What follows belongs to an exercise in optimizing a design on an open flow for small area and a short achievable clock period; a production flow would make more cautious choices. The RTL was checked by simulation tests, not by an equivalence proof against the original design.

`flow/config.mk`:
```
export PLATFORM = sky130hd
export DESIGN_NAME = slave_clock_hand_positioner
export DESIGN_NICKNAME = slave_clock_hand_positioner
export VERILOG_FILES = /design/flow/design.v
export SDC_FILE = /design/flow/constraint.sdc
export NUM_CORES = 4
export LEC_CHECK = 0
export ABC_AREA = 1
export CAP_MARGIN = 20
export CORE_MARGIN = 2
export CORE_UTILIZATION = 45
export PLACE_DENSITY = 0.65
export SLEW_MARGIN = 20
```
`flow/constraint.sdc`:
```
create_clock -name core_clock -period 18.0 [get_ports {clk}]
set_input_delay 3.6000 -clock core_clock [delete_from_list [all_inputs] [get_ports {clk}]]
set_output_delay 3.6000 -clock core_clock [all_outputs]
set_load 0.01 [all_outputs]
```
`flow/design.v`:
```
package schp_pkg;
	localparam logic [1:0] MODE_READY = 2'd0;
	localparam logic [1:0] MODE_WAIT  = 2'd1;
	localparam logic [1:0] MODE_MOVE  = 2'd2;
	localparam logic [1:0] MODE_STOP  = 2'd3;
	localparam logic [2:0] OP_MOVE  = 3'd0;
	localparam logic [2:0] OP_STEP  = 3'd1;
	localparam logic [2:0] OP_RTC   = 3'd2;
	localparam logic [2:0] OP_STOP  = 3'd3;
	localparam logic [2:0] OP_START = 3'd4;
endpackage
module schp_add #(
	parameter int W = 8
) (
	input  logic [W-1:0] a,
	input  logic [W-1:0] b,
	input  logic         cin,
	output logic [W-1:0] s,
	output logic         cout
);
	localparam int N = W + 1;
	logic [N-1:0] g, p;
	always_comb begin
		g[0] = cin;
		p[0] = 1'b0;
		for (int i = 0; i < W; i++) begin
			g[i+1] = a[i] & b[i];
			p[i+1] = a[i] ^ b[i];
		end
		for (int l = 0; (1 << l) < N; l++) begin
			for (int i = 0; i < N; i++) begin
				if ((i >> l) & 1) begin
					g[i] = g[i] | (p[i] & g[((i >> l) << l) - 1]);
					p[i] = p[i] & p[((i >> l) << l) - 1];
				end
			end
		end
		for (int i = 0; i < W; i++)
			s[i] = a[i] ^ b[i] ^ g[i];
		cout = g[W];
	end
endmodule
module schp_add_bk #(
	parameter int W = 8
) (
	input  logic [W-1:0] a,
	input  logic [W-1:0] b,
	input  logic         cin,
	output logic [W-1:0] s,
	output logic         cout
);
	localparam int N = W + 1;
	logic [N-1:0] g, p;
	always_comb begin
		g[0] = cin;
		p[0] = 1'b0;
		for (int i = 0; i < W; i++) begin
			g[i+1] = a[i] & b[i];
			p[i+1] = a[i] ^ b[i];
		end
		for (int l = 0; (1 << l) < N; l++) begin
			for (int i = (2 << l) - 1; i < N; i += (2 << l)) begin
				g[i] = g[i] | (p[i] & g[i - (1 << l)]);
				p[i] = p[i] & p[i - (1 << l)];
			end
		end
		for (int l = 5; l >= 0; l--) begin
			for (int i = 3 * (1 << l) - 1; i < N; i += (2 << l)) begin
				g[i] = g[i] | (p[i] & g[i - (1 << l)]);
				p[i] = p[i] & p[i - (1 << l)];
			end
		end
		for (int i = 0; i < W; i++)
			s[i] = a[i] ^ b[i] ^ g[i];
		cout = g[W];
	end
endmodule
module schp_cfg_regs (
	input  logic        clk,
	input  logic        arst_n,
	input  logic        wr_en,
	input  logic [1:0]  wr_index,
	input  logic [15:0] wr_data,
	output logic        motor_block,
	output logic [17:0] k1,
	output logic [19:0] k3
);
	localparam logic [15:0] K0 = 16'd60000;
	logic [15:0] pulse_ms, after_pulse_ms;
	logic [16:0] kx, ky;
	logic [17:0] k1_d;
	logic [19:0] k3_d;
	always_ff @(posedge clk or negedge arst_n) begin
		if (!arst_n) begin
			pulse_ms       <= 16'd4000;
			after_pulse_ms <= 16'd0;
			motor_block    <= 1'b0;
		end else if (wr_en) begin
			case (wr_index)
				2'd0: pulse_ms       <= wr_data;
				2'd1: after_pulse_ms <= wr_data;
				2'd2: motor_block    <= wr_data[0];
				default: ;
			endcase
		end
	end
	always_comb begin
		for (int i = 0; i < 16; i++) begin
			kx[i]   = pulse_ms[i] ^ after_pulse_ms[i] ^ K0[i];
			ky[i+1] = (pulse_ms[i] & after_pulse_ms[i]) | (pulse_ms[i] & K0[i]) |
			          (after_pulse_ms[i] & K0[i]);
		end
		kx[16] = 1'b0;
		ky[0]  = 1'b0;
	end
	schp_add_bk #(.W(17)) u_k1 (.a(kx), .b(ky), .cin(1'b0), .s(k1_d[16:0]), .cout(k1_d[17]));
	schp_add_bk #(.W(19)) u_k3 (.a({1'b0, k1_d}), .b({k1_d, 1'b0}), .cin(1'b0), .s(k3_d[18:0]),
	                         .cout(k3_d[19]));
	always_ff @(posedge clk) begin
		k1 <= k1_d;
		k3 <= k3_d;
	end
endmodule
module schp_move_plan (
	input  logic [3:0]  dial_hours,
	input  logic [5:0]  dial_minutes,
	input  logic [3:0]  target_hours,
	input  logic [5:0]  target_minutes,
	output logic [9:0]  fwd,
	output logic        at_target
);
	logic [5:0]    tm, mp, d0, dp, fm;
	logic [1:0]    dc;
	logic          borrow, carry;
	logic [3:0]    hc, fh0, fh_m1, fh_p1, fh;
	logic [4:0]    hd;
	logic [7:0]    fh15;
	assign tm = target_minutes;
	always_comb begin
		mp     = 6'd60 - dial_minutes;
		d0     = tm - dial_minutes;
		dp     = tm + mp;
		borrow = tm < dial_minutes;
		carry  = (tm[5:2] == 4'b1111) && (dial_minutes[5:2] == 4'b0000) &&
		         (dial_minutes[1:0] <= tm[1:0]);
		dc     = tm[1:0] - dial_minutes[1:0];
		fm     = borrow ? dp : carry ? {4'd0, dc} : d0;
	end
	always_comb begin
		hc    = (dial_hours == 4'd12) ? 4'd0 : dial_hours;
		hd    = {1'b0, target_hours} - {1'b0, hc};
		if (hd[4])
			fh0 = hd[3:0] + 4'd12;
		else if (hd >= 5'd12)
			fh0 = hd[3:0] - 4'd12;
		else
			fh0 = hd[3:0];
		fh_m1 = (fh0 == 4'd0) ? 4'd11 : fh0 - 4'd1;
		fh_p1 = (fh0 == 4'd11) ? 4'd0 : fh0 + 4'd1;
		fh    = borrow ? fh_m1 : carry ? fh_p1 : fh0;
	end
	always_comb begin
		fh15 = {fh, 4'd0} - {4'd0, fh};
		fwd  = {fh15 + {4'd0, fm[5:2]}, fm[1:0]};
	end
	assign at_target = (fh == 4'd0) && (fm == 6'd0);
endmodule
module schp_wait_plan (
	input  logic [13:0] sel,
	input  logic [17:0] k1,
	input  logic [19:0] k3,
	output logic        wait_rtc
);
	localparam int          SW   = 30;
	localparam logic [29:0] Bias = 30'd222506836;
	logic [19:0]   nq [5];
	logic [SW-1:0] row [5];
	logic [SW-1:0] s1a, c1a, s1b, c1b, s2, c2, s3, c3;
	logic [SW-1:0] g, t;
	function automatic logic [SW-1:0] fa_s(input logic [SW-1:0] a, b, c);
		fa_s = a ^ b ^ c;
	endfunction
	function automatic logic [SW-1:0] fa_c(input logic [SW-1:0] a, b, c);
		fa_c = {((a & b) | (a & c) | (b & c)), 1'b0};
	endfunction
	always_comb begin
		for (int i = 0; i < 4; i++) begin
			nq[i] = ~(({20{sel[3*i]}} & 20'(k1)) |
			          ({20{sel[3*i+1]}} & {1'b0, k1, 1'b0}) |
			          ({20{sel[3*i+2]}} & k3));
			row[i] = SW'(nq[i]) << (2*i);
		end
		nq[4]  = ~(({20{sel[12]}} & 20'(k1)) | ({20{sel[13]}} & {1'b0, k1, 1'b0}));
		row[4] = SW'(nq[4]) << 8;
		s1a = fa_s(row[0], row[1], row[2]);
		c1a = fa_c(row[0], row[1], row[2]);
		s1b = fa_s(row[3], row[4], Bias);
		c1b = fa_c(row[3], row[4], Bias);
		s2  = fa_s(s1a, c1a, s1b);
		c2  = fa_c(s1a, c1a, s1b);
		s3  = fa_s(s2, c2, c1b);
		c3  = fa_c(s2, c2, c1b);
		g[0] = 1'b0;
		t[0] = 1'b0;
		for (int i = 0; i < SW - 1; i++) begin
			g[i+1] = s3[i] & c3[i];
			t[i+1] = s3[i] | c3[i];
		end
		for (int l = 0; (1 << l) < SW; l++) begin
			for (int i = 0; i < SW; i++) begin
				if (((i >> l) & 1) && (((i >> l) << l) - 1 >= 0)) begin
					g[i] = g[i] | (t[i] & g[((i >> l) << l) - 1]);
					t[i] = t[i] & t[((i >> l) << l) - 1];
				end
			end
		end
		wait_rtc = !(s3[SW-1] ^ c3[SW-1] ^ g[SW-1]);
	end
endmodule
module schp_core (
	input  logic        clk,
	input  logic        arst_n,
	input  logic        accept,
	input  logic [2:0]  op,
	input  logic [3:0]  target_hours,
	input  logic [5:0]  target_minutes,
	input  logic [4:0]  rtc_hours,
	input  logic [5:0]  rtc_minutes,
	input  logic        motor_block,
	input  logic [17:0] k1,
	input  logic [19:0] k3,
	output logic [25:0] res
);
	logic [1:0] mode_q, mode_d, mode_eff;
	logic       plan_q, plan_d;
	logic [3:0] hours_q, hours_d;
	logic [5:0] minutes_q, minutes_d;
	logic       pol_q, pol_d;
	logic [9:0] rem_q, rem_d;
	logic       fire_q, fire_d;
	logic       done_q, done_d;
	logic [9:0] fwd;
	logic [13:0] sel_q, sel_d;
	logic       at_target, wait_rtc;
	logic [4:0] rtc_h12;
	schp_move_plan u_plan (
		.dial_hours     (hours_q),
		.dial_minutes   (minutes_q),
		.target_hours   (target_hours),
		.target_minutes (target_minutes),
		.fwd            (fwd),
		.at_target      (at_target)
	);
	schp_wait_plan u_wait (
		.sel      (sel_q),
		.k1       (k1),
		.k3       (k3),
		.wait_rtc (wait_rtc)
	);
	assign mode_eff = plan_q ? (wait_rtc ? schp_pkg::MODE_WAIT : schp_pkg::MODE_MOVE) : mode_q;
	always_comb begin
		if (rtc_hours == 5'd0)
			rtc_h12 = 5'd12;
		else if (rtc_hours > 5'd12)
			rtc_h12 = rtc_hours - 5'd12;
		else
			rtc_h12 = rtc_hours;
	end
	always_comb begin
		mode_d    = mode_eff;
		plan_d    = 1'b0;
		hours_d   = hours_q;
		minutes_d = minutes_q;
		pol_d     = pol_q;
		rem_d     = rem_q;
		fire_d    = 1'b0;
		done_d    = 1'b0;
		case (op)
			schp_pkg::OP_MOVE: begin
				if (mode_eff == schp_pkg::MODE_READY) begin
					rem_d = fwd;
					if (at_target)
						done_d = 1'b1;
					else
						plan_d = 1'b1;
				end
			end
			schp_pkg::OP_STEP: begin
				if (mode_eff == schp_pkg::MODE_MOVE) begin
					fire_d = !motor_block;
					pol_d  = pol_q ^ !motor_block;
					if (minutes_q == 6'd59) begin
						minutes_d = 6'd0;
						hours_d   = (hours_q >= 4'd12) ? 4'd1 : hours_q + 4'd1;
					end else begin
						minutes_d = minutes_q + 6'd1;
					end
					rem_d = rem_q - 10'd1;
					if (rem_q <= 10'd1) begin
						mode_d = schp_pkg::MODE_READY;
						done_d = 1'b1;
					end
				end
			end
			schp_pkg::OP_RTC: begin
				if (mode_eff == schp_pkg::MODE_WAIT &&
				    rtc_h12 == {1'b0, hours_q} && rtc_minutes == minutes_q) begin
					mode_d = schp_pkg::MODE_READY;
					done_d = 1'b1;
				end
			end
			schp_pkg::OP_STOP: begin
				mode_d = schp_pkg::MODE_STOP;
			end
			schp_pkg::OP_START: begin
				if (mode_eff == schp_pkg::MODE_STOP)
					mode_d = schp_pkg::MODE_READY;
			end
			default: ;
		endcase
	end
	always_ff @(posedge clk or negedge arst_n) begin
		if (!arst_n) begin
			mode_q <= schp_pkg::MODE_READY;
			plan_q <= 1'b0;
		end else if (accept) begin
			mode_q <= mode_d;
			plan_q <= plan_d;
		end else begin
			mode_q <= mode_eff;
			plan_q <= 1'b0;
		end
	end
	always_ff @(posedge clk or negedge arst_n) begin
		if (!arst_n) begin
			hours_q   <= 4'd12;
			minutes_q <= 6'd0;
			pol_q     <= 1'b0;
		end else if (accept) begin
			hours_q   <= hours_d;
			minutes_q <= minutes_d;
			pol_q     <= pol_d;
		end
	end
	always_comb begin
		for (int i = 0; i < 4; i++) begin
			sel_d[3*i]   = (fwd[2*i +: 2] == 2'd1);
			sel_d[3*i+1] = (fwd[2*i +: 2] == 2'd2);
			sel_d[3*i+2] = (fwd[2*i +: 2] == 2'd3);
		end
		sel_d[12] = (fwd[9:8] == 2'd1);
		sel_d[13] = (fwd[9:8] == 2'd2);
	end
	always_ff @(posedge clk)
		sel_q <= sel_d;
	always_ff @(posedge clk) begin
		if (accept)
			rem_q <= rem_d;
	end
	always_ff @(posedge clk) begin
		if (accept) begin
			fire_q <= fire_d;
			done_q <= done_d;
		end
	end
	assign res = {done_q, (mode_eff == schp_pkg::MODE_MOVE) ? rem_q : 10'd0, pol_q, minutes_q,
	              hours_q, fire_q & pol_q, fire_q & !pol_q, mode_eff};
endmodule
module slave_clock_hand_positioner (
	input  logic        clk,
	input  logic        arst_n,
	input  logic        s_axis_tvalid,
	output logic        s_axis_tready,
	input  logic [23:0] s_axis_tdata,
	input  logic [2:0]  s_axis_tuser,
	output logic        m_axis_tvalid,
	input  logic        m_axis_tready,
	output logic [31:0] m_axis_tdata,
	input  logic        cfg_valid,
	output logic        cfg_ready,
	input  logic [1:0]  cfg_index,
	input  logic [15:0] cfg_data
);
	logic        motor_block;
	logic [17:0] k1;
	logic [19:0] k3;
	logic [25:0] res;
	logic        out_valid_q;
	logic        in_accept;
	assign cfg_ready = 1'b1;
	schp_cfg_regs u_cfg (
		.clk            (clk),
		.arst_n         (arst_n),
		.wr_en          (cfg_valid),
		.wr_index       (cfg_index),
		.wr_data        (cfg_data),
		.motor_block    (motor_block),
		.k1             (k1),
		.k3             (k3)
	);
	assign s_axis_tready = !out_valid_q || m_axis_tready;
	assign in_accept     = s_axis_tvalid && s_axis_tready;
	schp_core u_core (
		.clk            (clk),
		.arst_n         (arst_n),
		.accept         (in_accept),
		.op             (s_axis_tuser),
		.target_hours   (s_axis_tdata[3:0]),
		.target_minutes (s_axis_tdata[9:4]),
		.rtc_hours      (s_axis_tdata[14:10]),
		.rtc_minutes    (s_axis_tdata[20:15]),
		.motor_block    (motor_block),
		.k1             (k1),
		.k3             (k3),
		.res            (res)
	);
	always_ff @(posedge clk or negedge arst_n) begin
		if (!arst_n)
			out_valid_q <= 1'b0;
		else if (s_axis_tready)
			out_valid_q <= s_axis_tvalid;
	end
	assign m_axis_tvalid = out_valid_q;
	assign m_axis_tdata  = {6'd0, res};
endmodule
```
`flow/flow/run.sh`:
```
#!/bin/bash
# Standard layout, with port buffers of a faster cell and timing repair aiming for extra
# setup slack at the design's clock.
set -euo pipefail
export SETUP_SLACK_MARGIN=10.4
export BUFFER_PORTS_ARGS="-buffer_cell sky130_fd_sc_hd__buf_1"
bash standard.sh > standard.log 2>&1
```
`flow/standard.sh`:
```
#!/bin/bash
# synth_recipe.tcl (not shown) runs the flow's synth.tcl, then flattens the netlist and writes it again
# the make line also repeats each setting of config.mk as NAME=value (left out here)
make -C /OpenROAD-flow-scripts/flow DESIGN_CONFIG=/design/flow/config.mk WORK_HOME=/design/flow/orfs CLKGATE_MAP_FILE= SYNTH_SCRIPT=/design/flow/synth_recipe.tcl "${@:-finish}"
```
==> results of run 1 <==
==> kinds of logic after synthesis <==
kind of cell	synth area share (%)
AOI/OAI and AO/OA	13.5
DFF	24.6
adders and majority gates	27.0
buffers and inverters	11.3
xor gates and xnor gates	3.48
and+or+nand+nor	20.0
other	0.0713
==> layout by cell type (no fill, tap or decap), types with 8 or more instances in the layout <==
| cell | synthesis | routed |
|---|---|---|
| nand2_1 | 307 | 302 |
| inv_1 | 261 | 251 |
| ha_1 | 112 | 111 |
| o21ai_0 | 82 | 77 |
| nor2_1 | 74 | 71 |
| fa_1 | 72 | 68 |
| buf_1 | 0 | 62 |
| nand3_1 | 56 | 54 |
| a21oi_1 | 46 | 43 |
| dfrtp_1 | 40 | 40 |
| dfxtp_1 | 51 | 33 |
| o22ai_1 | 28 | 26 |
| o211ai_1 | 24 | 24 |
| xor2_1 | 21 | 21 |
| xnor2_1 | 19 | 19 |
| buf_4 | 9 | 16 |
| nand4_1 | 14 | 14 |
| edfxtp_1 | 12 | 12 |
| o221ai_1 | 14 | 11 |
| nand2_2 | 8 | 11 |
| dfxtp_2 | 0 | 11 |
| inv_2 | 2 | 10 |
| clkbuf_16 | 0 | 9 |
| buf_2 | 2 | 9 |
| nor3_1 | 9 | 8 |
| dfstp_2 | 8 | 8 |
==> layer usage <==
layer	GRT usage (%)	share of wire [%]
met1	27.9	50
met2	30.1	45
met4	4.81	1.4
met5	0	0
met3	2.23	4.0
==> critical path: stages, from the launching register on <==
cell and delay [ps]:
dfxtp_4 380, clkinvlp_4 160, buf_4 200, o211ai_1 260
ha_1 300, fa_1 550, inv_1 60, fa_2 580
o22ai_2 70, nor2_2 140, nand4_1 130, nand3_2 120
nand2_2 80, nand2_4 120, nand2_8 80, o21ai_4 110
nand2_1 90, inv_1 60, buf_2 120
==> per-stage QoR <==
| stage | std cells | setup WS [ps] |
|---|---|---|
| 6_report | 1759 | 10440 |
| 5_1_grt | 1759 | 10270 |
| 4_1_cts | 1753 | 10400 |
| 3_5_place_dp | 1723 | 10050 |
| 3_3_place_gp | 1723 | 10070 |
| 2_1_floorplan | 1376 | 10630 |
==> registers in the layout, indices dropped and copies added, names as in the netlist <==
| register | flops |
|---|---|
| u_core.rem_q | 10 |
| u_core.pol_q | 1 |
| u_core.mode_q | 2 |
| u_core.fire_q | 1 |
| u_cfg.motor_block | 1 |
| u_core.plan_q | 1 |
| u_core.sel_q | 14 |
| u_cfg.after_pulse_ms | 16 |
| u_core.minutes_q | 6 |
| u_cfg.k1 | 17 |
| u_cfg.k3 | 20 |
| out_valid_q | 1 |
| u_core.done_q | 1 |
| u_cfg.pulse_ms | 16 |
| u_core.hours_q | 4 |
==> worst max-delay path by stage <==
| stage | cells past startpoint | end | from |
|---|---|---|---|
| 2_1_floorplan | 21 | m_axis_tdata[15] | u_core.sel_q[2]$_DFF_P_ |
| 3_3_place_gp | 17 | m_axis_tdata[17] | u_core.sel_q[6]$_DFF_P_ |
| 3_5_place_dp | 17 | m_axis_tdata[16] | u_core.sel_q[7]$_DFF_P_ |
| 4_1_cts | 17 | m_axis_tdata[16] | u_core.sel_q[1]$_DFF_P_ |
| 5_1_grt | 18 | m_axis_tdata[22] | u_core.sel_q[1]$_DFF_P_ |
| 6_report | 18 | m_axis_tdata[22] | u_core.sel_q[10]$_DFF_P_ |
==> final cells by class <==
type / count / area (µm²)
timing repair inverter: 2 / 10.0
sequential: 111 / 2630
fill: 2286 / 11100
clock inverter: 6 / 66.3
timing repair buffer: 93 / 462
multi-input combinational: 957 / 6940
tap: 313 / 392
inverter: 267 / 1030
clock buffer: 10 / 229
==> timing repair <==
action | 4_1_cts | 5_1_grt
pin swaps | 33 | 50
endpoints found under the setup margin | 12 | 14
buffers inserted | 13 | 4
gates cloned | 1 | 2
hold buffers | 0 | 0
gates resized for setup | 64 | 31
==> flow_metrics.tcl, run 1 <==
set metrics [dict create \
    die_x_um 157 \
    clock_latency_ps 360 \
    synth_top_area_share_pct 13.7 \
    tightest_slew_ps 959 \
    rr_endpoint "u_core.rem_q[7]$_DFFE_PP_" \
    synth-async-reset-ratio_pct 43.2 \
    area_growth_pct 11.5 \
    place_area_um2 11000 \
    n_antenna_cell 0 \
    die_h_um 157 \
    max_freq_ghz 0.132 \
    setup_viol 0 \
    cp_max_fo 6 \
    rrSetupSlack_ps 13110 \
    antenna_left 0 \
    antenna_found_initial 0 \
    avgViaCountPerCell 5.03 \
    status "timing/DRC/antenna clean" \
    synth.most_common_cell "nand2_1" \
    gr-usage-all-layers_pct 19.1 \
    synth_edf_count 12 \
    wire_per_inst_um 13.1 \
    fin_nets 1675 \
    rsz0062_at_grt "yes" \
    yosys-top-cells-count "nand2_1, inv_1, ha_1" \
    synthDistinctLibCells 54 \
    grt_pass1_wl_mm 38.7 \
    period_minus_slack_ps 7560 \
    drv_slew 0 \
    cts_sinks 111 \
    wl_mm 23.1 \
    hold_depth 2 \
    maxSlewHeadroom_pct 35.9 \
    remaining_drc_errors 0 \
    io_buffer_count 74 \
    core_region_area_um2 22800 \
    postSynthCellCount 1371 \
    first_pass_iters 5 \
    whs_endpoint "u_cfg.pulse_ms[13]$_DFFE_PN0P_" \
    tns_ps 0 \
    synth_area_leaders "fa_1, ha_1, nand2_1" \
    worst_setup_path_start_kind "flip-flop" \
    hold_viol 0 \
    synthesis.area_um2 10500 \
    ys_warn_count 9 \
    drtIter0Drc 642 \
    worstRegToRegCells 30 \
    timing.rr.start "u_core.hours_q[0]$_DFFE_PN0P_" \
    cts_max_path_buffers 2 \
    crit_type "flip-flop to output port" \
    globalplace.congestion 0.877 \
    htree_num_levels 3 \
    first_global_vias 8231 \
    cts_tree "built" \
    vias 8848 \
    worstPathRequired_ps 14400 \
    grt_max_degree 49 \
    period_share_pct 42.0 \
    syn_area_per_cell_um2 7.69 \
    holdCritStartpoint "u_cfg.pulse_ms[13]$_DFFE_PN0P_" \
    root_buffer "clkbuf_16" \
    overflow 0 \
    holdWs_ps 487 \
    synth_top_area_cell "fa_1" \
    ys_seq_elements 111 \
    seq_area_frac_synth_pct 24.6 \
    hold_path_class "flip-flop to flip-flop" \
    dieArea_um2 24700 \
    clkSlewWorstSetupHoldPaths_ps 80 \
    drive_above_1_share_pct 10.6 \
    fin_util_pct 51.4 \
    dp_hpwl_mm 18.0 \
    end_kind "output port" \
    synth_ff_type "dfxtp_1" \
    ios 85 \
    drv_cap 0 \
    cts-buffers-inserted 9 \
    initial_utilization_pct 46.1 \
    fin_area_um2 11800 \
    row_count 55 \
    worstPathArrival_ps 3960 \
    skew_ps 14.1 \
]
==> run 2, diff against run 1 <==
--- a/flow/config.mk
+++ b/flow/config.mk
@@ -9,5 +9,5 @@
 export CAP_MARGIN = 20
 export CORE_MARGIN = 2
-export CORE_UTILIZATION = 45
-export PLACE_DENSITY = 0.65
+export CORE_UTILIZATION = 65
+export PLACE_DENSITY = 0.8
 export SLEW_MARGIN = 20
==> flow_metrics.tcl, run 2 <==
set metrics [dict create \
    synth_top_area_share_pct 13.7 \
    first_global_vias 8528 \
    yosys-top-cells-count "nand2_1, inv_1, ha_1" \
    rsz0062_at_grt "yes" \
    antenna_found_initial 0 \
    synth_top_area_cell "fa_1" \
    cts_hold_repair.buffers 0 \
    htree_num_levels 3 \
    area_growth_pct 11.0 \
    io_buffer_count 74 \
    dieArea_um2 17200 \
    drv_cap 0 \
    dp_hpwl_mm 17.7 \
    clkSlewWorstSetupHoldPaths_ps 80 \
    synth_ff_type "dfxtp_1" \
    ys_seq_elements 111 \
    tns_ps 0 \
    worstPathRequired_ps 14400 \
    core_region_area_um2 15900 \
    drv_slew 0 \
    cp_max_fo 6 \
    die_h_um 131 \
    syn_area_per_cell_um2 7.69 \
    wire_per_inst_um 14.0 \
    postSynthCellCount 1371 \
    grt_pass1_wl_mm 39.0 \
    gr-usage-all-layers_pct 27.1 \
    root_buffer "clkbuf_16" \
    cts-buffers-inserted 9 \
    n_antenna_cell 0 \
    first_pass_iters 8 \
    setup_viol 0 \
    vias 9214 \
    drive_above_1_share_pct 10.8 \
    clock_latency_ps 360 \
    ys_warn_count 9 \
    synth_area_leaders "fa_1, ha_1, nand2_1" \
    max_freq_ghz 0.132 \
    cpPeakStageDelay_ps 560 \
    row_count 46 \
    antenna_left 0 \
    globalplace.congestion 0.910 \
    ios 85 \
    cts_sinks 111 \
    largestRegisters "u_cfg.k3: 20 flops, u_cfg.k1: 17 flops" \
    period_minus_slack_ps 7590 \
    initial_utilization_pct 66.3 \
    drtIter0Drc 800 \
    synthDistinctLibCells 54 \
    crit_path_frequent_cell "fa_1" \
    status "timing/DRC/antenna clean" \
    skew_ps 15.7 \
    final_cell_mix "nand2_1, inv_1, ha_1" \
    grt_max_degree 49 \
    regMostFlops "u_cfg.k3" \
    cts_tree "built" \
    wl_mm 23.3 \
    seq_area_frac_synth_pct 24.6 \
    remaining_drc_errors 0 \
    fin_util_pct 73.6 \
    critPathSlowestCell "fa_1" \
    synth.most_common_cell "nand2_1" \
    end_kind "output port" \
    hold_viol 0 \
    crit_type "flip-flop to output port" \
    fin_nets 1686 \
    synth-async-reset-ratio_pct 43.2 \
    crit_chain "clkinvlp_4 -> buf_12 -> o211ai_1 -> fa_1 -> fa_1 -> inv_2 -> fa_2 -> o22ai_2 -> nor2_2 -> nand4_1 -> nand3_2 -> nand2_2 -> nand2_4 -> nand2_8 -> o21ai_4 -> nand2_1 -> inv_1 -> buf_2" \
    hold_path_class "flip-flop to flip-flop" \
    avgViaCountPerCell 5.51 \
    worst_setup_path_start_kind "flip-flop" \
    synthesis.area_um2 10500 \
    period_share_pct 42.1 \
    overflow 0 \
    layout_commonest_cell "nand2_1" \
    maxSlewHeadroom_pct 38.1 \
    die_x_um 131 \
    tightest_slew_ps 927 \
    worstPathArrival_ps 3990 \
    cts_max_path_buffers 2 \
    synth_edf_count 12 \
    largest_reg_flops 20 \
]
## run 2: cell type report
type | count | area [µm²]
Multi-Input combinational cell | 957 | 6900
Fill cell | 1278 | 4190
Sequential cell | 111 | 2640
Inverter | 267 | 1030
Timing Repair Buffer | 104 | 561
Tap cell | 216 | 270
Clock buffer | 10 | 239
Clock inverter | 6 | 53.8
Timing Repair inverter | 2 | 12.5
## run 2: path summary, 6_finish.rpt
check	start	endpoint	slack, ps	depth (start not counted)
setup / recovery	u_core.sel_q[1]$_DFF_P_	m_axis_tdata[22]	10410	18
max in group asynchronous	arst_n	u_core.plan_q$_DFF_PN0_	14210	2
setup reg to reg	u_core.hours_q[0]$_DFFE_PN0P_	u_core.rem_q[9]$_DFFE_PP_	13140	30
min in group asynchronous	arst_n	u_cfg.after_pulse_ms[2]$_DFFE_PN0P_	3340	2
hold / removal	u_cfg.after_pulse_ms[11]$_DFFE_PN0P_	u_cfg.after_pulse_ms[11]$_DFFE_PN0P_	490	2
hold reg to reg	u_cfg.after_pulse_ms[11]$_DFFE_PN0P_	u_cfg.after_pulse_ms[11]$_DFFE_PN0P_	490	2
## run 2: timing repair
item | in CTS | in global routing
gates cloned | 2 | 1
setup buffers | 16 | 12
endpoints found under the hold margin | 0 | 0
setup endpoints to repair | 12 | 15
pin swaps | 31 | 38
gates resized for setup | 59 | 36
## run 2: metal layers
| metal | vias to the layer above | track usage, % | share of wire [%] | wire length [µm] |
|---|---|---|---|---|
| met5 | - | 0 | 0 | 0 |
| met4 | 0 | 7.07 | 1.9 | 433 |
| met3 | 38 | 4.05 | 7.1 | 1650 |
| met2 | 372 | 44.1 | 45 | 10600 |
| met1 | 4256 | 38.1 | 46 | 10700 |
| li1 | 4548 | - | - | - |
## run 2: cells by family (layout without fill, tap and decap cells)
kind of cell,after synthesis,in the layout,synth area share [%]
and+or+nand+nor,492,492,20.0
buffers and inverters,309,389,11.3
AOI/OAI and AO/OA,232,233,13.5
adders and majority gates,184,184,27.0
DFF,111,111,24.6
xor gates and xnor gates,41,41,3.48
other,2,7,0.0713
## run 2: per-stage QoR
| stage | area [µm²] | std cells | setup slack [ps] | hold WS, ps |
|---|---|---|---|---|
| after global routing | 11700 | 1673 | 10220 | 509 |
| after global placement | 10900 | 1626 | 10150 | 468 |
| after detailed placement | 10900 | 1626 | 10080 | 473 |
| after floorplan | 10600 | 1376 | 10630 | 453 |
| final | 11700 | 1673 | 10410 | 489 |
| after CTS | 11500 | 1660 | 10410 | 491 |
## run 2: critical path, delay by kind of cell (launching register included)
kind	cells	cell delay (ps)
adder cells (fa/ha/maj)	3	1600
AND/OR/NAND/NOR	7	710
buffers and inverters	5	500
AO/OA/AOI/OAI	3	440
flip-flops	1	380

## re-timing with driven ports
No port has a modelled driver above. Below, the same layouts with a new extraction and two added sets of constraints. Step 1, drivers: a clkbuf_16 drives clk and a buf_2 each remaining input, both assumed. Step 2 times the ports against the registers' clock, not the clock port: input delays grow and output delays shrink by t, the midpoint of the rising clock arrivals with the driver on. Three values: no drivers, after step 1, after step 2; two values: the first two.
| run | t, ns | slack for setup (ns) | slew at the worst register clock pin (ns) |
|---|---|---|---|
| run 1 | 0.391 | 10.435 / 10.394 / 10.380 | 0.08 / 0.08 |
| run 2 | 0.391 | 10.413 / 10.371 / 10.358 | 0.08 / 0.08 |
After both steps every run listed still meets setup and hold.
